Background: an optimization exercise with open tools, aiming at small area. Do not read the settings as production practice.
In this exercise RTL edits were held to simulation tests only and were not proved equivalent to the original.
Power figures rest on the tool's default switching activity, not on a simulated workload.

### flow/config.mk
export PLATFORM = sky130hd
export DESIGN_NAME = si_countrate
export DESIGN_NICKNAME = si_countrate
export VERILOG_FILES = /design/flow/design.v
export SDC_FILE = /design/flow/constraint.sdc
export NUM_CORES = 4
export LEC_CHECK = 0
export CAP_MARGIN = 0
export CORE_MARGIN = 2
export CORE_UTILIZATION = 50
export CTS_CLUSTER_DIAMETER = 60
export CTS_CLUSTER_SIZE = 20
export SLEW_MARGIN = 0
### flow/constraint.sdc
create_clock -name core_clock -period 12.0 [get_ports {clk}]
set_input_delay 2.4000 -clock core_clock [delete_from_list [all_inputs] [get_ports {clk}]]
set_output_delay 2.4000 -clock core_clock [all_outputs]
set_load 0.01 [all_outputs]
### flow/design.v
module si_countrate #(
    parameter int WORD_WIDTH = 4,
    parameter int CNT_WIDTH  = 16
) (
    input  logic                     clk,
    input  logic                     rst,
    input  logic                     s_axis_tvalid,
    output logic                     s_axis_tready,
    input  logic [WORD_WIDTH-1:0]    s_axis_tkeep,
    input  logic [5*WORD_WIDTH-1:0]  s_axis_channel,
    input  logic [64*WORD_WIDTH-1:0] s_axis_tagtime,
    input  logic [WORD_WIDTH-1:0]    s_axis_rising_edge,
    input  logic [7:0]               wb_adr_i,
    input  logic [31:0]              wb_dat_i,
    output logic [31:0]              wb_dat_o,
    input  logic                     wb_we_i,
    input  logic                     wb_stb_i,
    input  logic                     wb_cyc_i,
    output logic                     wb_ack_o
);
    localparam int NCH   = 32;
    localparam int PC_W  = $clog2(WORD_WIDTH + 1);
    localparam int SUM_W = CNT_WIDTH + PC_W;
    localparam logic [CNT_WIDTH-1:0] CNT_MAX = '1;
    localparam logic [63:0] WLEN_RESET = 64'd1_000_000_000;
    logic        ctrl_en_q;
    logic [1:0]  ctrl_mode_q;
    logic [63:0] wlen_q;
    logic [31:0] wdone_q;
    logic        gap_q;
    logic        sat_q;
    logic        ack_q;
    logic [31:0] dat_q;
    logic [31:0] rd_data;
    logic        wb_req;
    logic        wb_wr;
    logic        clr_status;
    logic        snap_vld_q;
    logic        ctrl_en_n;
    logic [1:0]  ctrl_mode_n;
    logic [63:0] wlen_n;
    logic [CNT_WIDTH-1:0] live_q [NCH];
    logic [CNT_WIDTH-1:0] snap_q [NCH];
    assign s_axis_tready = ~rst;
    assign wb_ack_o      = ack_q;
    assign wb_dat_o      = dat_q;
    assign wb_req     = wb_cyc_i & wb_stb_i & ~ack_q;
    assign wb_wr      = wb_req & wb_we_i;
    assign clr_status = wb_wr && (wb_adr_i == 8'h10);
    always_comb begin
        rd_data = '0;
        if (wb_adr_i[1:0] == 2'b00) begin
            if (wb_adr_i[7]) begin
                rd_data = snap_vld_q ? 32'(snap_q[wb_adr_i[6:2]]) : 32'd0;
            end else begin
                case (wb_adr_i[6:2])
                    5'd0:    rd_data = {29'd0, ctrl_mode_q, ctrl_en_q};
                    5'd1:    rd_data = wlen_q[31:0];
                    5'd2:    rd_data = wlen_q[63:32];
                    5'd3:    rd_data = wdone_q;
                    5'd4:    rd_data = {30'd0, sat_q, gap_q};
                    default: rd_data = '0;
                endcase
            end
        end
    end
    always_comb begin
        ctrl_en_n   = ctrl_en_q;
        ctrl_mode_n = ctrl_mode_q;
        wlen_n      = wlen_q;
        if (wb_wr && wb_adr_i == 8'h00) begin
            ctrl_en_n   = wb_dat_i[0];
            ctrl_mode_n = wb_dat_i[2:1];
        end
        if (wb_wr && wb_adr_i == 8'h04) wlen_n[31:0]  = wb_dat_i;
        if (wb_wr && wb_adr_i == 8'h08) wlen_n[63:32] = wb_dat_i;
        if (rst) begin
            ctrl_en_n   = 1'b0;
            ctrl_mode_n = 2'b00;
            wlen_n      = WLEN_RESET;
        end
    end
    always_ff @(posedge clk) begin
        ctrl_en_q   <= ctrl_en_n;
        ctrl_mode_q <= ctrl_mode_n;
        wlen_q      <= wlen_n;
        if (rst) begin
            ack_q <= 1'b0;
        end else begin
            ack_q <= wb_req;
            if (wb_req) begin
                dat_q <= rd_data;
            end
        end
    end
    function automatic logic [63:0] add64(input logic [63:0] x, input logic [63:0] y);
        logic [63:0] g, p, gg, pp;
        g  = x & y;
        p  = x ^ y;
        gg = g;
        pp = p;
        for (int l = 0; l < 6; l++) begin
            for (int i = (2 << l) - 1; i < 64; i += (2 << l)) begin
                gg[i] = gg[i] | (pp[i] & gg[i - (1 << l)]);
                pp[i] = pp[i] & pp[i - (1 << l)];
            end
        end
        for (int l = 4; l >= 0; l--) begin
            for (int i = 3 * (1 << l) - 1; i < 64; i += (2 << l)) begin
                gg[i] = gg[i] | (pp[i] & gg[i - (1 << l)]);
                pp[i] = pp[i] & pp[i - (1 << l)];
            end
        end
        add64 = p ^ {gg[62:0], 1'b0};
    endfunction
    function automatic logic ge64(input logic [63:0] x, input logic [63:0] y);
        logic [63:0] g, p;
        g = x & ~y;
        p = x | ~y;
        for (int l = 0; l < 6; l++) begin
            for (int i = (2 << l) - 1; i < 64; i += (2 << l)) begin
                g[i] = g[i] | (p[i] & g[i - (1 << l)]);
                p[i] = p[i] & p[i - (1 << l)];
            end
        end
        ge64 = g[63] | p[63];
    endfunction
    logic [WORD_WIDTH-1:0]    acc_in;
    logic [63:0]              len_n;
    logic [63:0]              ftag_in;
    logic [WORD_WIDTH-1:0]    s1_acc_q;
    logic [5*WORD_WIDTH-1:0]  s1_ch_q;
    logic [64*WORD_WIDTH-1:0] s1_tag_q;
    always_comb begin
        for (int i = 0; i < WORD_WIDTH; i++) begin
            acc_in[i] = s_axis_tvalid & s_axis_tkeep[i] & ctrl_en_q &
                        (ctrl_mode_q[1] | (s_axis_rising_edge[i] ^ ctrl_mode_q[0]));
        end
        len_n   = {wlen_n[63:1], wlen_n[0] | (wlen_n[63:1] == 63'd0)};
        ftag_in = s_axis_tagtime[64*(WORD_WIDTH-1) +: 64];
        for (int i = WORD_WIDTH - 2; i >= 0; i--) begin
            if (acc_in[i]) ftag_in = s_axis_tagtime[i*64 +: 64];
        end
    end
    always_ff @(posedge clk) begin
        s1_acc_q <= acc_in;
        s1_ch_q  <= s_axis_channel;
        s1_tag_q <= s_axis_tagtime;
    end
    logic                  started_q;
    logic [63:0]           wend_q;
    logic [WORD_WIDTH-1:0] acc2;
    logic                  any2;
    logic                  open_mode;
    logic [63:0]           len_q;
    logic [63:0]           sum_a;
    logic [63:0]           sum_b;
    logic [63:0]           sum1;
    logic                  b_found;
    logic [63:0]           b_tag;
    logic [63:0]           gap_end;
    logic                  gap_d;
    logic                  started_n;
    logic [WORD_WIDTH-1:0] pre_d;
    logic [WORD_WIDTH-1:0] post_d;
    always_comb begin
        len_q     = {wlen_q[63:1], wlen_q[0] | (wlen_q[63:1] == 63'd0)};
        acc2      = ctrl_en_q ? s1_acc_q : '0;
        any2      = acc2 != '0;
        open_mode = ~started_q & ~any2;
        sum_a     = open_mode ? ftag_in : wend_q;
        sum_b     = open_mode ? len_n : len_q;
        sum1      = add64(sum_a, sum_b);
        b_found = 1'b0;
        b_tag   = '0;
        pre_d   = acc2;
        post_d  = '0;
        for (int i = 0; i < WORD_WIDTH; i++) begin
            if (acc2[i] && !b_found && ge64(s1_tag_q[i*64 +: 64], wend_q)) begin
                b_found = 1'b1;
                b_tag   = s1_tag_q[i*64 +: 64];
            end
            if (b_found) begin
                pre_d[i]  = 1'b0;
                post_d[i] = acc2[i];
            end
        end
        gap_end = add64(b_tag, len_q);
        gap_d   = b_found & ge64(b_tag, sum1);
        started_n = ~rst & ctrl_en_q & (started_q | any2);
    end
    always_ff @(posedge clk) begin
        started_q <= started_n;
        if (!started_n || open_mode) begin
            wend_q <= sum1;
        end else if (b_found) begin
            wend_q <= gap_d ? gap_end : sum1;
        end
    end
    logic [WORD_WIDTH-1:0]   s2_pre_q;
    logic [WORD_WIDTH-1:0]   s2_post_q;
    logic [5*WORD_WIDTH-1:0] s2_ch_q;
    logic                    s2_close_q;
    logic                    s2_gap_q;
    always_ff @(posedge clk) begin
        s2_pre_q   <= pre_d;
        s2_post_q  <= post_d;
        s2_ch_q    <= s1_ch_q;
        s2_close_q <= b_found;
        s2_gap_q   <= gap_d;
    end
    logic [CNT_WIDTH-1:0] sat_pre [NCH];
    logic [CNT_WIDTH-1:0] live_d  [NCH];
    logic                 sat_hit;
    logic                 live_keep;
    logic                 snap_take;
    logic [3:0] hpre  [WORD_WIDTH];
    logic [3:0] hpost [WORD_WIDTH];
    logic [7:0] lo8   [WORD_WIDTH];
    always_comb begin
        for (int i = 0; i < WORD_WIDTH; i++) begin
            for (int k = 0; k < 4; k++) begin
                hpre[i][k]  = s2_pre_q[i]  & (s2_ch_q[i*5+3 +: 2] == 2'(k));
                hpost[i][k] = s2_post_q[i] & (s2_ch_q[i*5+3 +: 2] == 2'(k));
            end
            for (int j = 0; j < 8; j++) begin
                lo8[i][j] = (s2_ch_q[i*5 +: 3] == 3'(j));
            end
        end
    end
    always_comb begin
        logic [WORD_WIDTH-1:0] a, p;
        logic       s1, k1, k2, k3, c3;
        logic [2:0] lo, qc;
        logic       allhi, sat;
        logic [CNT_WIDTH:3] cy;
        sat_hit = 1'b0;
        for (int c = 0; c < NCH; c++) begin
            for (int i = 0; i < WORD_WIDTH; i++) begin
                a[i] = hpre[i][c >> 3]  & lo8[i][c & 7];
                p[i] = hpost[i][c >> 3] & lo8[i][c & 7];
            end
            s1 = live_q[c][0] ^ a[0] ^ a[1];
            k1 = (live_q[c][0] & a[0]) | (a[1] & (live_q[c][0] ^ a[0]));
            lo[0] = s1 ^ a[2] ^ a[3];
            k2 = (s1 & a[2]) | (a[3] & (s1 ^ a[2]));
            lo[1] = live_q[c][1] ^ k1 ^ k2;
            k3 = (live_q[c][1] & k1) | (k2 & (live_q[c][1] ^ k1));
            lo[2] = live_q[c][2] ^ k3;
            c3    = live_q[c][2] & k3;
            allhi = &live_q[c][CNT_WIDTH-1:3];
            sat   = c3 & allhi;
            cy[3] = c3 & ~allhi;
            sat_pre[c][2:0] = lo | {3{sat}};
            for (int b = 3; b < CNT_WIDTH; b++) begin
                sat_pre[c][b] = live_q[c][b] ^ cy[b];
                cy[b+1]       = live_q[c][b] & cy[b];
            end
            if ((a != '0) && allhi && (c3 || (lo == 3'd7))) sat_hit = 1'b1;
            s1 = p[0] ^ p[1] ^ p[2];
            k1 = (p[0] & p[1]) | (p[2] & (p[0] ^ p[1]));
            qc = {k1 & s1 & p[3], k1 ^ (s1 & p[3]), s1 ^ p[3]};
            live_d[c] = s2_close_q ? CNT_WIDTH'(qc) : sat_pre[c];
        end
    end
    assign live_keep = ~rst & ctrl_en_q;
    assign snap_take = live_keep & s2_close_q;
    always_ff @(posedge clk) begin
        for (int c = 0; c < NCH; c++) begin
            live_q[c] <= live_keep ? live_d[c] : '0;
            if (snap_take) begin
                snap_q[c] <= sat_pre[c];
            end
        end
        if (rst) begin
            snap_vld_q <= 1'b0;
            wdone_q    <= '0;
            gap_q      <= 1'b0;
            sat_q      <= 1'b0;
        end else begin
            gap_q <= (gap_q & ~(clr_status & wb_dat_i[0])) |
                     (ctrl_en_q & s2_close_q & s2_gap_q);
            sat_q <= (sat_q & ~(clr_status & wb_dat_i[1])) |
                     (ctrl_en_q & sat_hit);
            if (snap_take) begin
                snap_vld_q <= 1'b1;
                wdone_q    <= wdone_q + 32'd1;
            end
        end
    end
endmodule
### flow/flow/run.sh
#!/bin/bash
set -euo pipefail
export BUFFER_PORTS_ARGS="-buffer_cell sky130_fd_sc_hd__buf_1"
bash standard.sh > standard.log 2>&1
### flow/standard.sh
#!/bin/bash
# synth_recipe.tcl (not shown) runs the flow's synth.tcl, then flattens the netlist and writes it again
# the make line also repeats each setting of config.mk as NAME=value (left out here)
make -C /OpenROAD-flow-scripts/flow DESIGN_CONFIG=/design/flow/config.mk WORK_HOME=/design/flow/orfs CLKGATE_MAP_FILE= SYNTH_SCRIPT=/design/flow/synth_recipe.tcl "${@:-finish}"
==> results.cfg, run 1 <==
[worst_setup_path]
r2r_end = wend_q[63]
cp_data_arrival_time_ps = 11850
cp_slowest_stage_delay_ps = 430
critPathMaxFanout = 28
cp_common_cell = buf_4
cp_slowest_cell = fa_1
rr_worst_depth = 31
cp.buffers_inverters = 11
path_class = input pin to flop
worst_setup_path_start_kind = input pin
worst_setup_path_end_kind = flop
r2r_start = wend_q[42]
r2r_setup_slack_ps = 1470
required_ps = 12520
critPathTopFamily = compound AO/OA/AOI/OAI gates

[power]
p_leak_nw = 36.9
switching_power_mw = 2.81
clock_power_share = 0.441
p_seq_frac = 0.508
combPwrFrac = 0.051
p_sw_frac = 0.256
p_per_area_nw_per_um2 = 126
p_int_mw = 8.14
vdd_drop_max_uv = 150

[routing]
drtAntennaViolNets = 0
routed_wl_um = 301000
vias = 61476
first_pass_iters = 9
first_iter_violations = 7571
wire_per_inst_um = 30.4
drc = 0
via_per_inst = 6.22

[die]
die_h_um = 397
core_area_um2 = 154000
row_count = 144
die_w_um = 397
dieArea_um2 = 157000
ios = 364
initial_core_util = 0.502

[final_layout]
drive_above_1_share = 0.0804
final_common_cell = dfxtp_1
seqCellArea_um2 = 36800
area_growth_pct = 12.8
multi_input_area_um2 = 38000
finalNetCount = 8816
fillCellCount = 13466
stdcell_area_um2 = 87000
final_cell_mix = 926 x dfxtp_1, 704 x nand2_1, 608 x edfxtp_1

[cts]
postCtsSetupRepairBufs = 0
cts_tree = done
clkSinkCount = 1534
ctsRootBufferMaster = clkbuf_16
ctsHtreeMaxLevel = 4
cts_buffers = 136
clk_latency_ps = 800
ctsLongestPathBuffers = 3
cts.clk_slew.worst_paths_ps = 80

[logic_synthesis]
netlist_instances = 7297
async_reset_ff_frac = 0
synthesis.nets = 8390
ys_dominant_reg_cell = dfxtp_1
synth_top_family_by_area = simple AND/OR/NAND/NOR gates
ys_seq_area_frac = 0.477
synth_mux_area_frac = 0.0201
synth_adder_area_share = 0.153
synth_warnings = 8
synth-edff-count = 608
synth-compound-area-share = 0.135
syn_area_um2 = 77100
synth_cell_types = 98
synthXorXnorAreaFrac = 0.0186
synth_simple_gate_area_frac = 0.162
ys_seq_elements = 1534
synth_area_per_cell_um2 = 10.6

[hold_path]
hold_end = s2_ch_q[1]
hp-start = s1_ch_q[1]
min_path_type = flop to flop
hold_depth = 0

[sta]
final_max_slew_viol_count = 0
final_hold_viol_count = 0
finClkSkew_ps = 34.1
fmax_ghz = 0.0883
tightest_slew_ps = 1420
min_period_over_period = 0.944
rsz0062_at_grt = no
period_minus_slack_ps = 11330
tns_ps = 0
slew-limit-headroom = 0.0407
finalSetupViolCount = 0

[placed_design]
placed_area_um2 = 82000
io_buffers = 363
dp_hpwl_um = 233000
gp_congestion = 1.01

[global_routing]
grt_max_degree = 232
gr-total-overflow = 0
grt_pass1_wl_um = 425000
antenna_found_initial = 25
grt_pass1_vias = 59484
grt_usage = 0.375

[status]
run_status = no timing/DRC/antenna violations

[run]
cap_viol_max_count = 0
==> cell usage after synthesis, types with 28 or more instances <==
cell type / n / area, um^2
dfxtp_1: 926 / 18500
nand2_1: 705 / 2650
edfxtp_1: 608 / 18300
ha_1: 571 / 7140
nor2_1: 474 / 1780
and2_1: 433 / 2710
inv_1: 376 / 1410
a21oi_1: 329 / 1650
clkbuf_1: 255 / 957
fa_1: 192 / 3840
nand2b_1: 163 / 1020
a22oi_1: 162 / 1220
nand3_1: 159 / 796
nand4_1: 149 / 932
o21ai_0: 145 / 726
nor2b_1: 130 / 813
a22o_1: 127 / 1110
xor2_1: 119 / 1040
mux2i_1: 99 / 991
a221oi_1: 83 / 727
nor4_1: 79 / 494
maj3_1: 76 / 761
o22ai_1: 58 / 363
a21o_1: 49 / 368
a222oi_1: 49 / 490
nor3_1: 48 / 240
xnor2_1: 45 / 394
o21bai_1: 43 / 323
a311oi_1: 42 / 368
mux2_2: 39 / 439
o311ai_0: 35 / 307
o2bb2ai_1: 34 / 298
o211ai_1: 33 / 248
a211oi_1: 32 / 240
a31oi_1: 31 / 194
nand3b_1: 28 / 210
o221ai_1: 28 / 245
==> power groups by stage <==
stage	Combinational [mW]	Clock [mW]	Sequential (mW)
final	0.558	4.83	5.56
after global routing	0.592	5.07	5.57
after CTS	0.544	4.88	5.55
after detailed placement	0.540	0	5.67
after global placement	0.539	0	5.68
after floorplan	0.317	0	5.61
==> area by class of cell <==
type,instances,area share
timing repair buffer,598,0.0377
multi-input combinational,5075,0.437
tap,2044,0.0294
antenna,10,0.000288
sequential,1534,0.423
inverter,378,0.0163
clock inverter,87,0.0138
clock buffer,165,0.0425
==> kinds of logic (layout without fill, tap and decap cells) <==
group	count (synthesis)	after routing
compound gates	1445	1445
buf+inv	688	1228
mux	146	146
fa+ha+maj	842	842
other cells	0	10
simple gates	2478	2478
xor+xnor	164	164
flops	1534	1534
==> worst register-to-register path: cells and delay by family (launching register included) <==
| kind | cells | cell delay (ps) |
|---|---|---|
| buf+inv | 1 | 210 |
| mux | 1 | 80 |
| simple gates | 8 | 2590 |
| fa+ha+maj | 2 | 430 |
| xor+xnor | 2 | 330 |
| compound gates | 17 | 6120 |
| flops | 1 | 540 |
==> flip-flops by register name (all words and copies together) (netlist names), 2 cells and up <==
signal and flops:
s2_pre_q 4, dat_q 32, ctrl_mode_q 2, wlen_q 64
snap_q 512, s1_tag_q 256, s2_ch_q 20, s1_ch_q 20
wend_q 64, wdone_q 32, s1_acc_q 4, live_q 512
s2_post_q 4
==> how the worst max path moves through the flow <==
| stage | depth (start not counted) | to | startpoint | slack, ps |
|---|---|---|---|---|
| floorplan | 5 | live_q[0][1] | rst | 1540 |
| global placement | 50 | wend_q[16] | wb_adr_i[0] | -70 |
| detailed placement | 50 | wend_q[51] | wb_adr_i[0] | -120 |
| CTS | 51 | wend_q[18] | wb_adr_i[0] | 640 |
| global route | 51 | wend_q[22] | wb_adr_i[0] | 70 |
| finish | 50 | wend_q[46] | wb_adr_i[0] | 670 |
==> per-layer routing <==
metal / vias to the layer above / GRT usage / share of wire
li1: 27362 / - / -
met3: 612 / 0.0692 / 0.087
met1: 30454 / 0.489 / 0.40
met5: - / 0 / 0.00027
met2: 3036 / 0.599 / 0.45
met4: 12 / 0.187 / 0.060
==> repair_timing <==
| item | 4_1_cts | 5_1_grt |
|---|---|---|
| hold buffers | 0 | 0 |
| endpoints found under the setup margin | 0 | 47 |
| endpoints found under the hold margin | 0 | 0 |
| gates resized for setup | 0 | 2 |
==> per-stage QoR <==
| stage | std cells | total power, mW | util | hold slack [ps] | worst slack, ps |
|---|---|---|---|---|---|
| after global routing | 9881 | 11.2 | 0.567 | 321 | 72.0 |
| final | 9891 | 11.0 | 0.567 | 315 | 671 |
| after detailed placement | 9629 | 6.21 | 0.535 | 312 | -122 |
| after floorplan | 7297 | 5.93 | - | 310 | 1540 |
| after CTS | 9881 | 11.0 | 0.566 | 319 | 638 |
| after global placement | 9629 | 6.21 | 0.535 | 310 | -72.8 |
==> run 2, diff against run 1 <==
--- a/flow/config.mk
+++ b/flow/config.mk
@@ -5,9 +5,9 @@
 export SDC_FILE = /design/flow/constraint.sdc
 export NUM_CORES = 4
 export LEC_CHECK = 0
-export CAP_MARGIN = 0
+export CAP_MARGIN = 10
 export CORE_MARGIN = 2
 export CORE_UTILIZATION = 50
 export CTS_CLUSTER_DIAMETER = 60
 export CTS_CLUSTER_SIZE = 20
-export SLEW_MARGIN = 0
+export SLEW_MARGIN = 10
==> results.cfg, run 2 <==
[worst_setup_path]
r2r_setup_slack_ps = 1490
cp_slowest_stage_delay_ps = 430
worst_setup_path_start_kind = input pin
cp.buffers_inverters = 11
path_class = input pin to flop
cp.depth = 50
cp-endpoint = wend_q[46]
crit_start = wb_adr_i[0]
cp_data_arrival_time_ps = 11850
required_ps = 12520
worst_setup_path_end_kind = flop
r2r_end = wend_q[63]
cp_common_cell = buf_4
cp_slowest_cell = fa_1
rr_worst_depth = 31
r2r_start = wend_q[42]
critPathTopFamily = compound AO/OA/AOI/OAI gates
critPathMaxFanout = 28

[global_routing]
grt_max_degree = 232
antenna_found_initial = 25
gr-total-overflow = 0
grt_usage = 0.375
grt_pass1_wl_um = 425000
grt_pass1_vias = 59484

[routing]
drc = 0
vias = 61451
via_per_inst = 6.21
drtAntennaViolNets = 0
first_pass_iters = 7
first_iter_violations = 7571
wire_per_inst_um = 30.4
routed_wl_um = 301000

[sta]
period_minus_slack_ps = 11330
finClkSkew_ps = 33.6
fmax_ghz = 0.0883
tightest_slew_ps = 1330
final_max_slew_viol_count = 0
finalSetupViolCount = 0
final_hold_viol_count = 0
min_period_over_period = 0.944
rsz0062_at_grt = no
slew-limit-headroom = 0.102

[power]
p_leak_nw = 36.9
p_per_area_nw_per_um2 = 126
p_int_mw = 8.14
p_seq_frac = 0.508
p_sw_frac = 0.256
design_power_total_mw = 11.0
combPwrFrac = 0.051
switching_power_mw = 2.81
clock_power_share = 0.441
vdd_drop_max_uv = 150

[logic_synthesis]
yosys.area.top_type = dfxtp_1
syn_area_um2 = 77100
synth_area_per_cell_um2 = 10.6
async_reset_ff_frac = 0
synth.most_common_cell = dfxtp_1
ys_dominant_reg_cell = dfxtp_1
synth-edff-count = 608
netlist_instances = 7297
synthTopCellsByCount = 926 x dfxtp_1, 705 x nand2_1, 608 x edfxtp_1
yosysTopAreaCellShare = 0.240
synth_warnings = 8
synthTopCellsByArea = dfxtp_1 24%, edfxtp_1 24%, ha_1 9.3%, fa_1 5.0%, and2_1 3.5%
ys_seq_area_frac = 0.477
ys_seq_elements = 1534
synthesis.nets = 8390
synth_cell_types = 98

[cts]
clk_latency_ps = 800
clkSinkCount = 1534
ctsHoldBuffers = 0
postCtsSetupRepairBufs = 0
cts.repair.resized = 0
ctsHtreeMaxLevel = 4
ctsLongestPathBuffers = 3
cts_buffers = 136
ctsRootBufferMaster = clkbuf_16
cts.clk_slew.worst_paths_ps = 80
cts_tree = done

[final_layout]
finalNetCount = 8816
final_common_cell = dfxtp_1
drive_above_1_share = 0.0804
utilization = 0.567
reg_top3 = live_q x512, snap_q x512, s1_tag_q x256
fillCellCount = 13466
area_growth_pct = 12.8
final_cell_mix = 926 x dfxtp_1, 704 x nand2_1, 608 x edfxtp_1

[die]
dieArea_um2 = 157000
die_h_um = 397
core_area_um2 = 154000
row_count = 144
die_w_um = 397
initial_core_util = 0.502
ios = 364

[placed_design]
dp_hpwl_um = 233000
gp_congestion = 1.01
io_buffers = 363

[status]
run_status = no timing/DRC/antenna violations

[run]
cap_viol_max_count = 0

[hold_path]
min_path_type = flop to flop
==> run 2: cell types whose count changed in the layout (fill, tap and decap cells not counted) <==
cell / previous run / this run
o311ai_1: 0 / 1
o311ai_0: 35 / 34
==> run 2: stage by stage <==
stage	setup TNS, ps	std cells	cell area (um^2)	hold WS [ps]	setup WS [ps]
floorplan	0	7297	77100	310	1540
global placement	-1900	9629	82000	310	-72.8
detailed placement	-4280	9629	82000	312	-122
CTS	0	9881	86900	319	638
global route	0	9881	87000	321	72.0
finish	0	9891	87000	315	675
==> run 2: worst min-delay path by stage <==
| stage | cells after the start | from | slack, ps | end |
|---|---|---|---|---|
| finish | 0 | s1_ch_q[1] | 310 | s2_ch_q[1] |
| floorplan | 0 | s1_ch_q[0] | 310 | s2_ch_q[0] |
| CTS | 0 | s1_ch_q[1] | 320 | s2_ch_q[1] |
| global placement | 0 | s1_ch_q[1] | 310 | s2_ch_q[1] |
| detailed placement | 0 | s1_ch_q[16] | 310 | s2_ch_q[16] |
| global route | 0 | s1_ch_q[4] | 320 | s2_ch_q[4] |
==> run 2: power by group through the flow <==
| stage | clock (mW) | sequential (mW) | combinational (mW) |
|---|---|---|---|
| global placement | 0 | 5.68 | 0.539 |
| global route | 5.07 | 5.57 | 0.592 |
| floorplan | 0 | 5.61 | 0.317 |
| detailed placement | 0 | 5.67 | 0.540 |
| CTS | 4.88 | 5.55 | 0.544 |
| finish | 4.83 | 5.56 | 0.558 |
==> run 2: logic make-up (layout without fill, tap and decap cells) <==
family | count (synthesis) | in the layout | synth area share
compound gates | 1445 | 1445 | 0.135
xor+xnor | 164 | 164 | 0.0186
fa+ha+maj | 842 | 842 | 0.153
buf+inv | 688 | 1228 | 0.0345
flops | 1534 | 1534 | 0.477
mux | 146 | 146 | 0.0201
other cells | 0 | 10 | 0
simple gates | 2478 | 2478 | 0.162
==> run 2: layout make-up <==
class / instances / area, um^2 / share of cell area
diodes: 10 / 25.0 / 0.000288
clock buffers: 165 / 3700 / 0.0425
clock inverters: 87 / 1200 / 0.0138
inverters: 378 / 1420 / 0.0163
multi-input cells: 5075 / 38000 / 0.437
flip-flops and latches: 1534 / 36800 / 0.423
well taps: 2044 / 2560 / 0.0294
repair buffers: 598 / 3280 / 0.0377
==> run 2: per-layer routing <==
| layer | track usage | up-vias | part of all wire |
|---|---|---|---|
| met5 | 0 | - | 0.00027 |
| met4 | 0.187 | 12 | 0.059 |
| met3 | 0.0692 | 598 | 0.087 |
| met2 | 0.599 | 2980 | 0.45 |
| met1 | 0.489 | 30492 | 0.40 |
| li1 | - | 27369 | - |
==> run 3, diff against run 2 <==
--- a/flow/config.mk
+++ b/flow/config.mk
@@ -8,6 +8,7 @@
 export CAP_MARGIN = 10
 export CORE_MARGIN = 2
 export CORE_UTILIZATION = 50
-export CTS_CLUSTER_DIAMETER = 60
-export CTS_CLUSTER_SIZE = 20
+export CTS_BUF_LIST = sky130_fd_sc_hd__clkbuf_8
+export CTS_CLUSTER_DIAMETER = 50
+export CTS_CLUSTER_SIZE = 15
 export SLEW_MARGIN = 10
==> results.cfg, run 3 <==
[status]
run_status = no timing/DRC/antenna violations

[routing]
drc = 0
first_iter_violations = 7438
vias = 61471
via_per_inst = 6.18
first_pass_iters = 8
wire_per_inst_um = 30.2
drtAntennaViolNets = 0
routed_wl_um = 300000

[logic_synthesis]
synth.most_common_cell = dfxtp_1
synthTopCellsByArea = dfxtp_1 24%, edfxtp_1 24%, ha_1 9.3%, fa_1 5.0%, and2_1 3.5%
synth_area_per_cell_um2 = 10.6
netlist_instances = 7297
synth_warnings = 8
synthesis.nets = 8390
yosys.area.top_type = dfxtp_1
synth_cell_types = 98
synthTopCellsByCount = 926 x dfxtp_1, 705 x nand2_1, 608 x edfxtp_1
async_reset_ff_frac = 0
ys_seq_elements = 1534
synth-edff-count = 608
ys_dominant_reg_cell = dfxtp_1
yosysTopAreaCellShare = 0.240
ys_seq_area_frac = 0.477
syn_area_um2 = 77100

[cts]
ctsLongestPathBuffers = 3
ctsRootBufferMaster = clkbuf_8
cts_tree = done
clk_latency_ps = 970
cts_buffers = 165
clkSinkCount = 1534
cts.repair.resized = 0
cts.clk_slew.worst_paths_ps = 90
ctsHoldBuffers = 0
ctsHtreeMaxLevel = 4
postCtsSetupRepairBufs = 0

[worst_setup_path]
r2r_end = wend_q[63]
cp_common_cell = buf_4
critPathMaxFanout = 28
worst_setup_path_start_kind = input pin
r2r_setup_slack_ps = 1460
r2r_start = wend_q[42]
rr_worst_depth = 31
critPathTopFamily = compound AO/OA/AOI/OAI gates
cp_slowest_stage_delay_ps = 430
required_ps = 12680
cp_data_arrival_time_ps = 11990
cp.buffers_inverters = 12
path_class = input pin to flop
cp_slowest_cell = nor4_1
worst_setup_path_end_kind = flop

[die]
core_area_um2 = 154000
ios = 364
die_w_um = 397
initial_core_util = 0.502
dieArea_um2 = 157000
die_h_um = 397
row_count = 144

[global_routing]
grt_pass1_wl_um = 424000
antenna_found_initial = 28
grt_pass1_vias = 59575
grt_max_degree = 232
grt_usage = 0.375
gr-total-overflow = 0

[sta]
finalSetupViolCount = 0
tightest_slew_ps = 1260
slew-limit-headroom = 0.147
finClkSkew_ps = 48.0
fmax_ghz = 0.0884
period_minus_slack_ps = 11320
min_period_over_period = 0.943
final_max_slew_viol_count = 0
rsz0062_at_grt = no
final_hold_viol_count = 0
hold-worst-slack_ps = 322

[final_layout]
final_cell_mix = 926 x dfxtp_1, 704 x nand2_1, 608 x edfxtp_1
drive_above_1_share = 0.0847
final_common_cell = dfxtp_1
finalNetCount = 8845
reg_top3 = live_q x512, snap_q x512, s1_tag_q x256
area_growth_pct = 11.3

[power]
design_power_total_mw = 10.0
p_leak_nw = 36.6
vdd_drop_max_uv = 127
p_per_area_nw_per_um2 = 117

[run]
cap_viol_max_count = 0

[hold_path]
hold_depth = 0
hold_end = s2_ch_q[1]
min_path_type = flop to flop
hp-start = s1_ch_q[1]

[placed_design]
gp_congestion = 1.01
dp_hpwl_um = 233000
io_buffers = 363
==> run 3: cell count changes in the layout (fill, tap and decap cells not counted), moves of 7 or more <==
cell and delta:
inv_8 +10, inv_16 -8, inv_1 +29, clkbuf_1 -18, clkbuf_8 +173, clkbuf_16 -143, clkinv_8 -7
==> run 3: logic make-up after synthesis <==
group | Yosys count | share of synthesized area
adders and majority gates | 842 | 0.153
AOI/OAI and AO/OA | 1445 | 0.135
DFF | 1534 | 0.477
and+or+nand+nor | 2478 | 0.162
muxes | 146 | 0.0201
buffers and inverters | 688 | 0.0345
xor gates and xnor gates | 164 | 0.0186
==> run 3: worst max-delay path by stage <==
stage | from | to | slack, ps | depth (start not counted)
after global placement | wb_adr_i[0] | wend_q[16] | -70 | 50
after floorplan | rst | live_q[0][1] | 1540 | 5
final | wb_adr_i[0] | wend_q[46] | 680 | 51
after detailed placement | wb_adr_i[0] | wend_q[51] | -120 | 50
after CTS | wb_adr_i[0] | wend_q[46] | 800 | 51
after global routing | wb_adr_i[0] | wend_q[46] | 50 | 51
==> run 3: cell type report <==
cell class / count / area, um^2
Clock inverter: 127 / 1280
Timing Repair Buffer: 598 / 3280
Sequential cell: 1534 / 36800
Inverter: 378 / 1420
Multi-Input combinational cell: 5075 / 38000
Antenna cell: 16 / 40.0
Clock buffer: 177 / 2440
Fill cell: 13637 / 67700
Tap cell: 2044 / 2560
==> run 3: metal layers <==
layer | up-vias | track usage | routed length (um)
met5 | - | 0 | 117
met2 | 3053 | 0.597 | 137000
li1 | 27437 | - | -
met4 | 14 | 0.191 | 17900
met1 | 30372 | 0.488 | 120000
met3 | 595 | 0.0703 | 26100
==> run 3: per-stage QoR <==
stage | area [um^2] | setup WS, ps | std cells | setup TNS, ps | util
global placement | 82000 | -72.8 | 9629 | -1900 | 0.535
floorplan | 77100 | 1540 | 7297 | 0 | -
detailed placement | 82000 | -122 | 9629 | -4280 | 0.535
CTS | 85800 | 803 | 9933 | 0 | 0.559
finish | 85800 | 682 | 9949 | 0 | 0.559
global route | 85800 | 48.0 | 9936 | 0 | 0.559
==> run 3: where the power goes <==
part / switching [mW] / internal (mW) / total (mW)
logic: 0.358 / 0.201 / 0.558
clock network: 2.18 / 1.72 / 3.90
registers: 0.113 / 5.45 / 5.56
total: 2.65 / 7.37 / 10.0
==> run 4, diff against run 3 <==
==> flow/flow/run.sh (replaced) <==
#!/bin/bash
set -euo pipefail
export BUFFER_PORTS_ARGS="-buffer_cell sky130_fd_sc_hd__buf_1"
export CTS_ARGS="-sink_clustering_enable -repair_clock_nets -sink_clustering_size 15 -sink_clustering_max_diameter 50 -buf_list sky130_fd_sc_hd__clkbuf_8 -dont_use_dummy_load"
bash standard.sh > standard.log 2>&1
==> results.cfg, run 4 <==
[worst_setup_path]
cp_slowest_cell = nor4_1
worst_setup_path_start_kind = input pin
rr_worst_depth = 31
cp.buffers_inverters = 11
worst_setup_path_end_kind = flop
path_class = input pin to flop
cp.depth = 50
required_ps = 12600
cp_slowest_stage_delay_ps = 430
critPathTopFamily = compound AO/OA/AOI/OAI gates
cp_common_cell = buf_4
critPathMaxFanout = 28
cp_data_arrival_time_ps = 12000

[sta]
final_max_slew_viol_count = 0
final_hold_viol_count = 0
min_period_over_period = 0.950
rsz0062_at_grt = no
hold-worst-slack_ps = 304
finClkSkew_ps = 98.5
finalSetupViolCount = 0
slew-limit-headroom = 0.106
fmax_ghz = 0.0878
tightest_slew_ps = 1320
period_minus_slack_ps = 11390

[routing]
dr_wl_met3_um = 26000
top_layer = met5
vias = 61049
wl_met1_um = 120000
wire_per_inst_um = 30.6
routed_wl_um = 300000
via_per_inst = 6.22
drc = 0
first_pass_iters = 9
dr_wl_met2_um = 136000
drtAntennaViolNets = 0
first_iter_violations = 7034

[die]
initial_core_util = 0.502
ios = 364
dieArea_um2 = 157000
die_w_um = 397
core_area_um2 = 154000
die_h_um = 397
row_count = 144

[logic_synthesis]
syn_area_um2 = 77100
netlist_instances = 7297
synthTopCellsByArea = dfxtp_1 24%, edfxtp_1 24%, ha_1 9.3%, fa_1 5.0%, and2_1 3.5%
yosys.area.top_type = dfxtp_1
synthesis.nets = 8390
async_reset_ff_frac = 0
synth.most_common_cell = dfxtp_1
synthTopCellsByCount = 926 x dfxtp_1, 705 x nand2_1, 608 x edfxtp_1
ys_dominant_reg_cell = dfxtp_1
ys_seq_area_frac = 0.477
synth-edff-count = 608
yosysTopAreaCellShare = 0.240
synth_warnings = 8
synth_cell_types = 98
ys_seq_elements = 1534
synth_area_per_cell_um2 = 10.6

[global_routing]
gr-total-overflow = 0
grt_pass1_wl_um = 423000
antenna_found_initial = 27
grt_pass1_vias = 59360
grt_max_degree = 232
grt_usage = 0.374

[final_layout]
drive_above_1_share = 0.0725
fillCellCount = 13732
area_growth_pct = 9.43
final_cell_mix = 926 x dfxtp_1, 704 x nand2_1, 608 x edfxtp_1
reg_top3 = live_q x512, snap_q x512, s1_tag_q x256
final_common_cell = dfxtp_1
finalNetCount = 8845
utilization = 0.550

[hold_path]
min_path_type = flop to flop
hold_depth = 0

[placed_design]
gp_congestion = 1.01
dp_hpwl_um = 233000
io_buffers = 363

[power]
design_power_total_mw = 9.12
vdd_drop_max_uv = 119
p_leak_nw = 35.8
p_per_area_nw_per_um2 = 108

[cts]
clkSinkCount = 1534
cts_buffers = 165
clk_latency_ps = 950
postCtsSetupRepairBufs = 0
ctsHtreeMaxLevel = 4
cts.clk_slew.worst_paths_ps = 90
ctsRootBufferMaster = clkbuf_8
ctsLongestPathBuffers = 3
cts_tree = done

[status]
run_status = no timing/DRC/antenna violations

[run]
cap_viol_max_count = 0
-- run 4: cell counts after synthesis --
Identical to the previous run, type by type.
-- run 4: final timing paths --
path / start / to / slack (ps)
worst max register to register: wend_q[42] / wend_q[63] / 1510
worst max-delay path: wb_adr_i[0] / wend_q[46] / 610
worst min-delay path: s1_ch_q[7] / s2_ch_q[7] / 300
worst min register to register: s1_ch_q[7] / s2_ch_q[7] / 300
-- run 4: layout make-up --
cell class / instances / area (um^2) / share of cell area
Multi-Input combinational cell: 5075 / 38000 / 0.450
Sequential cell: 1534 / 36800 / 0.436
Timing Repair Buffer: 598 / 3280 / 0.0389
Tap cell: 2044 / 2560 / 0.0303
Clock buffer: 165 / 2270 / 0.0269
Inverter: 378 / 1420 / 0.0168
Antenna cell: 15 / 37.5 / 0.000445
-- run 4: routing by layer --
| metal | vias up | track usage |
|---|---|---|
| li1 | 27265 | - |
| met1 | 30198 | 0.488 |
| met2 | 2974 | 0.596 |
| met3 | 596 | 0.0683 |
| met4 | 16 | 0.191 |
| met5 | - | 0 |
-- run 4: cell families (layout without fill, tap and decap cells) --
family,after synthesis,after routing,share of synthesized area
AO/OA/AOI/OAI,1445,1445,0.135
XOR/XNOR,164,164,0.0186
adder cells (fa/ha/maj),842,842,0.153
buffers and inverters,688,1141,0.0345
flip-flops,1534,1534,0.477
multiplexers,146,146,0.0201
other,0,15,0
AND/OR/NAND/NOR,2478,2478,0.162
-- run 4: power breakdown --
group          internal, mW  switching [mW]  leakage [nW]
Sequential             5.45           0.112          13.3
Clock                  1.21            1.78          1.19
Combinational         0.201           0.357          21.3
Total                  6.87            2.25          35.8
-- run 4: through the flow --
stage | area, um^2 | setup TNS, ps | cells | worst slack (ps)
floorplan | 77100 | 0 | 7297 | 1540
global placement | 82000 | -1900 | 9629 | -72.8
detailed placement | 82000 | -4280 | 9629 | -122
CTS | 84300 | 0 | 9794 | 712
global route | 84300 | 0 | 9798 | 70.3
finish | 84400 | 0 | 9809 | 606
-- run 4: repair_timing --
action,4_1_cts,5_1_grt
resized for setup,0,1
setup endpoints to repair,0,10
hold buffers,0,0
hold endpoints to repair,0,0
==> run 5, diff against run 4 <==
--- a/flow/config.mk
+++ b/flow/config.mk
@@ -7,8 +7,9 @@
 export LEC_CHECK = 0
 export CAP_MARGIN = 10
 export CORE_MARGIN = 2
-export CORE_UTILIZATION = 50
+export CORE_UTILIZATION = 62
 export CTS_BUF_LIST = sky130_fd_sc_hd__clkbuf_8
 export CTS_CLUSTER_DIAMETER = 50
 export CTS_CLUSTER_SIZE = 15
+export PLACE_DENSITY = 0.7
 export SLEW_MARGIN = 10
==> results.cfg, run 5 <==
[worst_setup_path]
path_class = input pin to flop
worst_setup_path_start_kind = input pin
r2r_start = wend_q[42]
r2r_end = wend_q[63]
critPathMaxFanout = 28
cp_slowest_cell = o311ai_0
cp_data_arrival_time_ps = 11930
cp_slowest_stage_delay_ps = 570
rr_worst_depth = 33
worst_setup_path_end_kind = flop
required_ps = 12610
critPathTopFamily = compound AO/OA/AOI/OAI gates
cp.buffers_inverters = 9
r2r_setup_slack_ps = 1860

[status]
run_status = no timing/DRC/antenna violations

[hold_path]
hold_depth = 0
hold_end = s2_ch_q[1]
hp-start = s1_ch_q[1]
min_path_type = flop to flop

[final_layout]
seqCellArea_um2 = 36800
utilization = 0.677
reg_top3 = live_q x512, snap_q x512, s1_tag_q x256
area_growth_pct = 8.47
multi_input_area_um2 = 37900
final_cell_mix = 926 x dfxtp_1, 704 x nand2_1, 608 x edfxtp_1
final_common_cell = dfxtp_1
stdcell_count = 9385
fillCellCount = 9686
finalNetCount = 8830
drive_above_1_share = 0.0692

[die]
dieArea_um2 = 127000
initial_core_util = 0.624
row_count = 129
die_h_um = 357
die_w_um = 357
ios = 364
core_area_um2 = 123000

[routing]
first_pass_iters = 9
vias = 62734
first_iter_violations = 8794
routed_wl_um = 283000
via_per_inst = 6.68
wire_per_inst_um = 30.2
drc = 0
drtAntennaViolNets = 0

[placed_design]
io_buffers = 363
dp.cells = 9222
dp_hpwl_um = 217000
gp_congestion = 1.10
pre_cts_slack_ps = -8.37

[power]
vdd_drop_max_uv = 129
p_per_area_nw_per_um2 = 107
p_leak_nw = 35.7

[global_routing]
grt_usage = 0.437
grt_pass1_wl_um = 402000
grt_use_met2 = 0.658
grt.busiest_layer = met2
met1_usage = 0.549
grt_pass1_vias = 59900
gr-total-overflow = 0
grt_max_degree = 309
met3_usage = 0.115
antenna_found_initial = 17

[cts]
cts.clk_slew.worst_paths_ps = 70
clkSinkCount = 1534
ctsHoldBuffers = 0
ctsHtreeMaxLevel = 4
clk_latency_ps = 950
cts_buffers = 150
ctsRootBufferMaster = clkbuf_8
ctsLongestPathBuffers = 3
cts.repair.resized = 0
postCtsSetupRepairBufs = 0
cts_tree = done

[logic_synthesis]
synthTopCellsByArea = dfxtp_1 24%, edfxtp_1 24%, ha_1 9.3%, fa_1 5.0%, and2_1 3.5%
synthTopCellsByCount = 926 x dfxtp_1, 705 x nand2_1, 608 x edfxtp_1
synth.most_common_cell = dfxtp_1
ys_seq_area_frac = 0.477
syn_area_um2 = 77100
yosys.area.top_type = dfxtp_1
ys_dominant_reg_cell = dfxtp_1
yosysTopAreaCellShare = 0.240
synth_cell_types = 98
synth_area_per_cell_um2 = 10.6
synthesis.nets = 8390
synth-edff-count = 608
async_reset_ff_frac = 0
synth_warnings = 8
netlist_instances = 7297
ys_seq_elements = 1534

[sta]
min_period_over_period = 0.943
finalSetupViolCount = 0
final_hold_viol_count = 0
slew-limit-headroom = 0.105
tns_ps = 0
fin_ws_ps = 682
tightest_slew_ps = 1340
fmax_ghz = 0.0884
finClkSkew_ps = 89.6
period_minus_slack_ps = 11320
rsz0062_at_grt = no
final_max_slew_viol_count = 0

[run]
cap_viol_max_count = 0
-- run 5: cell count changes in the layout (fill, tap and decap cells not counted), sizes merged --
cell / previous run / this run
diode: 15 / 13
clkbuf: 166 / 151
-- run 5: kinds of logic after synthesis --
group / share of synthesized area
fa+ha+maj: 0.153
compound gates: 0.135
flops: 0.477
xor+xnor: 0.0186
mux: 0.0201
buf+inv: 0.0345
simple gates: 0.162
-- run 5: power by group --
| group | switching, mW | internal [mW] | total, mW |
|---|---|---|---|
| Sequential | 0.110 | 5.45 | 5.56 |
| Combinational | 0.347 | 0.201 | 0.548 |
| Clock | 1.72 | 1.11 | 2.83 |
| Total | 2.18 | 6.76 | 8.94 |
-- run 5: cell type report --
| type | count | share of cell area |
|---|---|---|
| inverters | 378 | 0.0170 |
| repair buffers | 598 | 0.0397 |
| well taps | 1637 | 0.0245 |
| multi-input cells | 5075 | 0.454 |
| clock buffers | 150 | 0.0247 |
| diodes | 13 | 0.000389 |
| flip-flops and latches | 1534 | 0.440 |
-- run 5: stage by stage --
step / instance area (um^2) / hold slack (ps) / power, mW
after floorplan: 77100 / 310 / 5.93
after global placement: 81500 / 310 / 6.19
after detailed placement: 81500 / 313 / 6.19
after CTS: 83600 / 332 / 8.92
after global routing: 83600 / 339 / 9.16
final: 83600 / 331 / 8.94
-- run 5: worst max-delay path by stage --
stage	startpoint	end	cells after the start	slack (ps)
2_1_floorplan	rst	live_q[0][1]	5	1540
3_3_place_gp	wb_adr_i[6]	wend_q[27]	49	120
3_5_place_dp	wb_adr_i[6]	wend_q[27]	50	-8
4_1_cts	wb_adr_i[6]	wend_q[25]	50	900
5_1_grt	wb_adr_i[6]	wend_q[27]	49	120
6_report	wb_adr_i[6]	wend_q[27]	48	680
-- run 5: per-layer routing --
layer / up-vias / share of wire
met4: 14 / 0.084
met5: - / 0.00032
met1: 30331 / 0.37
met3: 981 / 0.12
li1: 27222 / -
met2: 4186 / 0.43
==> run 6, diff against run 5 <==
==> flow/flow/run.sh (replaced) <==
#!/bin/bash
set -euo pipefail
export BUFFER_PORTS_ARGS="-buffer_cell sky130_fd_sc_hd__buf_1"
export CTS_ARGS="-sink_clustering_enable -repair_clock_nets -sink_clustering_size 18 -sink_clustering_max_diameter 55 -buf_list sky130_fd_sc_hd__clkbuf_8 -dont_use_dummy_load"
bash standard.sh > standard.log 2>&1
--- a/flow/config.mk
+++ b/flow/config.mk
@@ -7,9 +7,8 @@
 export LEC_CHECK = 0
 export CAP_MARGIN = 10
 export CORE_MARGIN = 2
-export CORE_UTILIZATION = 62
+export CORE_UTILIZATION = 50
 export CTS_BUF_LIST = sky130_fd_sc_hd__clkbuf_8
-export CTS_CLUSTER_DIAMETER = 50
-export CTS_CLUSTER_SIZE = 15
-export PLACE_DENSITY = 0.7
+export CTS_CLUSTER_DIAMETER = 55
+export CTS_CLUSTER_SIZE = 18
 export SLEW_MARGIN = 10
==> results.cfg, run 6 <==
[worst_setup_path]
cp_slowest_cell = nor4_1
cp_data_arrival_time_ps = 11950
cp_slowest_stage_delay_ps = 440
rr_worst_depth = 31
critPathMaxFanout = 28
cp_common_cell = buf_4
required_ps = 12600
r2r_setup_slack_ps = 1440
worst_setup_path_start_kind = input pin
path_class = input pin to flop
worst_setup_path_end_kind = flop
r2r_end = wend_q[63]
r2r_start = wend_q[42]

[routing]
drc = 0
first_pass_iters = 8
first_iter_violations = 6915
wire_per_inst_um = 30.7
vias = 61129
via_per_inst = 6.24
routed_wl_um = 300000
drtAntennaViolNets = 0

[cts]
cts.clk_slew.worst_paths_ps = 100
ctsLongestPathBuffers = 3
clkSinkCount = 1534
ctsHtreeMaxLevel = 4
ctsRootBufferMaster = clkbuf_8
cts_buffers = 152
clk_latency_ps = 950
cts_tree = done
ctsHoldBuffers = 0

[logic_synthesis]
synthTopCellsByArea = dfxtp_1 24%, edfxtp_1 24%, ha_1 9.3%, fa_1 5.0%, and2_1 3.5%
synth_warnings = 8
synth_top_family_by_area = simple AND/OR/NAND/NOR gates
ys_seq_area_frac = 0.477
synthTopCellsByCount = 926 x dfxtp_1, 705 x nand2_1, 608 x edfxtp_1
synth_simple_gate_area_frac = 0.162
synth.most_common_cell = dfxtp_1
ys_dominant_reg_cell = dfxtp_1
synth_mux_area_frac = 0.0201
synthXorXnorAreaFrac = 0.0186
synth_adder_area_share = 0.153
synth_area_per_cell_um2 = 10.6
netlist_instances = 7297
synth-compound-area-share = 0.135
async_reset_ff_frac = 0
synth-edff-count = 608
synth_cell_types = 98
ys_seq_elements = 1534
syn_area_um2 = 77100
synthesis.nets = 8390
yosys.area.top_type = dfxtp_1
yosysTopAreaCellShare = 0.240

[placed_design]
io_buffers = 363
placed_area_um2 = 82000
gp_congestion = 1.01
pre_cts_slack_ps = -122
dp_hpwl_um = 233000

[final_layout]
stdcell_area_um2 = 84200
reg_top3 = live_q x512, snap_q x512, s1_tag_q x256
finalNetCount = 8832
seqCellArea_um2 = 36800
fillCellCount = 13734
area_growth_pct = 9.19
multi_input_area_um2 = 38000
final_cell_mix = 926 x dfxtp_1, 704 x nand2_1, 608 x edfxtp_1
drive_above_1_share = 0.0710
final_common_cell = dfxtp_1

[hold_path]
hp-start = s1_ch_q[4]
hold_end = s2_ch_q[4]
min_path_type = flop to flop
hold_depth = 0

[die]
die_w_um = 397
die_h_um = 397
row_count = 144
core_area_um2 = 154000
initial_core_util = 0.502
dieArea_um2 = 157000
ios = 364

[global_routing]
grt_pass1_vias = 59229
grt_usage = 0.374
antenna_found_initial = 23
grt_max_degree = 232
gr-total-overflow = 0
grt_pass1_wl_um = 423000

[power]
vdd_drop_max_uv = 117
p_leak_nw = 35.7
p_per_area_nw_per_um2 = 107

[status]
run_status = no timing/DRC/antenna violations

[sta]
slew-limit-headroom = 0.0930
final_hold_viol_count = 0
final_max_slew_viol_count = 0
hold-worst-slack_ps = 300
finalSetupViolCount = 0
period_minus_slack_ps = 11350
rsz0062_at_grt = no
finClkSkew_ps = 108
min_period_over_period = 0.946
fin_ws_ps = 646
tns_ps = 0
fmax_ghz = 0.0881
tightest_slew_ps = 1340

[run]
cap_viol_max_count = 0
## run 6: cell count changes in the layout (fill, tap and decap cells not counted), moves of 2 or more
cell,before,now
nor4_2,20,28
buf_4,219,223
nor2_2,4,6
nor2_1,467,461
clkbuf_8,150,152
nor2_4,4,8
buf_12,15,12
nor4_1,59,52
## run 6: worst max path at each step
stage           startpoint      endpoint
2_1_floorplan          rst  live_q[0][1]
6_report       wb_adr_i[0]    wend_q[46]
4_1_cts        wb_adr_i[0]    wend_q[46]
3_5_place_dp   wb_adr_i[0]    wend_q[51]
3_3_place_gp   wb_adr_i[0]    wend_q[16]
5_1_grt        wb_adr_i[0]    wend_q[46]
## run 6: cells by family after synthesis
group	Yosys count
buf+inv	688
mux	146
xor+xnor	164
fa+ha+maj	842
flops	1534
simple gates	2478
compound gates	1445
## run 6: area by class of cell
cell class                 instances  area share
antenna                           12    0.000357
clock buffer                     152      0.0249
inverter                         378      0.0169
multi-input combinational       5075       0.451
sequential                      1534       0.437
tap                             2044      0.0304
timing repair buffer             598      0.0390
## run 6: timing repair
item | 4_1_cts | 5_1_grt
gates resized for setup | 0 | 1
setup endpoints to repair | 0 | 10
setup buffers | 0 | 0
hold endpoints to repair | 0 | 0
## run 6: report_power, final
part / internal [mW] / total, mW / switching, mW
Combinational: 0.201 / 0.558 / 0.357
Sequential: 5.45 / 5.56 / 0.112
Clock: 1.12 / 2.89 / 1.76
Total: 6.78 / 9.01 / 2.23
## run 6: worst max-delay path, delay by kind of cell
kind / cells / cell delay (ps)
compound gates: 22 / 3730
simple gates: 12 / 2680
buf+inv: 11 / 1920
fa+ha+maj: 3 / 810
xor+xnor: 1 / 240
mux: 1 / 130
## run 6: layer usage
| layer | vias to the layer above | track usage | part of all wire |
|---|---|---|---|
| li1 | 27242 | - | - |
| met1 | 30377 | 0.486 | 0.40 |
| met2 | 2921 | 0.602 | 0.46 |
| met3 | 573 | 0.0728 | 0.089 |
| met4 | 16 | 0.178 | 0.056 |
| met5 | - | 0 | 0.00032 |
## run 6: stage by stage
stage / utilization / std cells / power [mW]
floorplan: - / 7297 / 5.93
global placement: 0.535 / 9629 / 6.21
detailed placement: 0.535 / 9629 / 6.21
CTS: 0.548 / 9781 / 9.03
global route: 0.548 / 9783 / 9.27
finish: 0.548 / 9793 / 9.01

## port drivers added, routing unchanged
No port has a modelled driver above. Below, the same layouts with a new extraction and two added sets of constraints.
Step 1 (the two cells are an assumption about what drives the block):
set clk [get_ports {clk}]
set_driving_cell -lib_cell sky130_fd_sc_hd__clkbuf_16 $clk
set_driving_cell -lib_cell sky130_fd_sc_hd__buf_2 [delete_from_list [all_inputs] $clk]
Step 2 moves the port delays by t, midway between the first and last clock arrival at a register: inputs arrive t later, outputs are due t later. That takes back most of the time a late clock gives input paths.
Three values: ideal ports, drivers, drivers and shift; two values: the first two.
| run | shift t [ns] | slack for setup (ns) | worst data-port slew with drivers (ns) | pins driven straight from the clock port |
|---|---|---|---|---|
| run 1 | 0.879 | 0.671 / 0.733 / -0.146 | 0.19 | 1 |
| run 2 | 0.880 | 0.675 / 0.737 / -0.143 | 0.19 | 1 |
| run 3 | 1.036 | 0.682 / 0.739 / -0.297 | 0.19 | 1 |
| run 4 | 0.981 | 0.606 / 0.654 / -0.327 | 0.18 | 1 |
| run 5 | 0.976 | 0.682 / 0.713 / -0.264 | 0.17 | 1 |
| run 6 | 0.978 | 0.646 / 0.694 / -0.283 | 0.18 | 1 |
Met with ideal ports but missed after step 2: setup timing in every run listed. For run 3, which loses most, drivers alone change the setup slack by +0.057 ns; drivers and shift together by -0.979 ns.
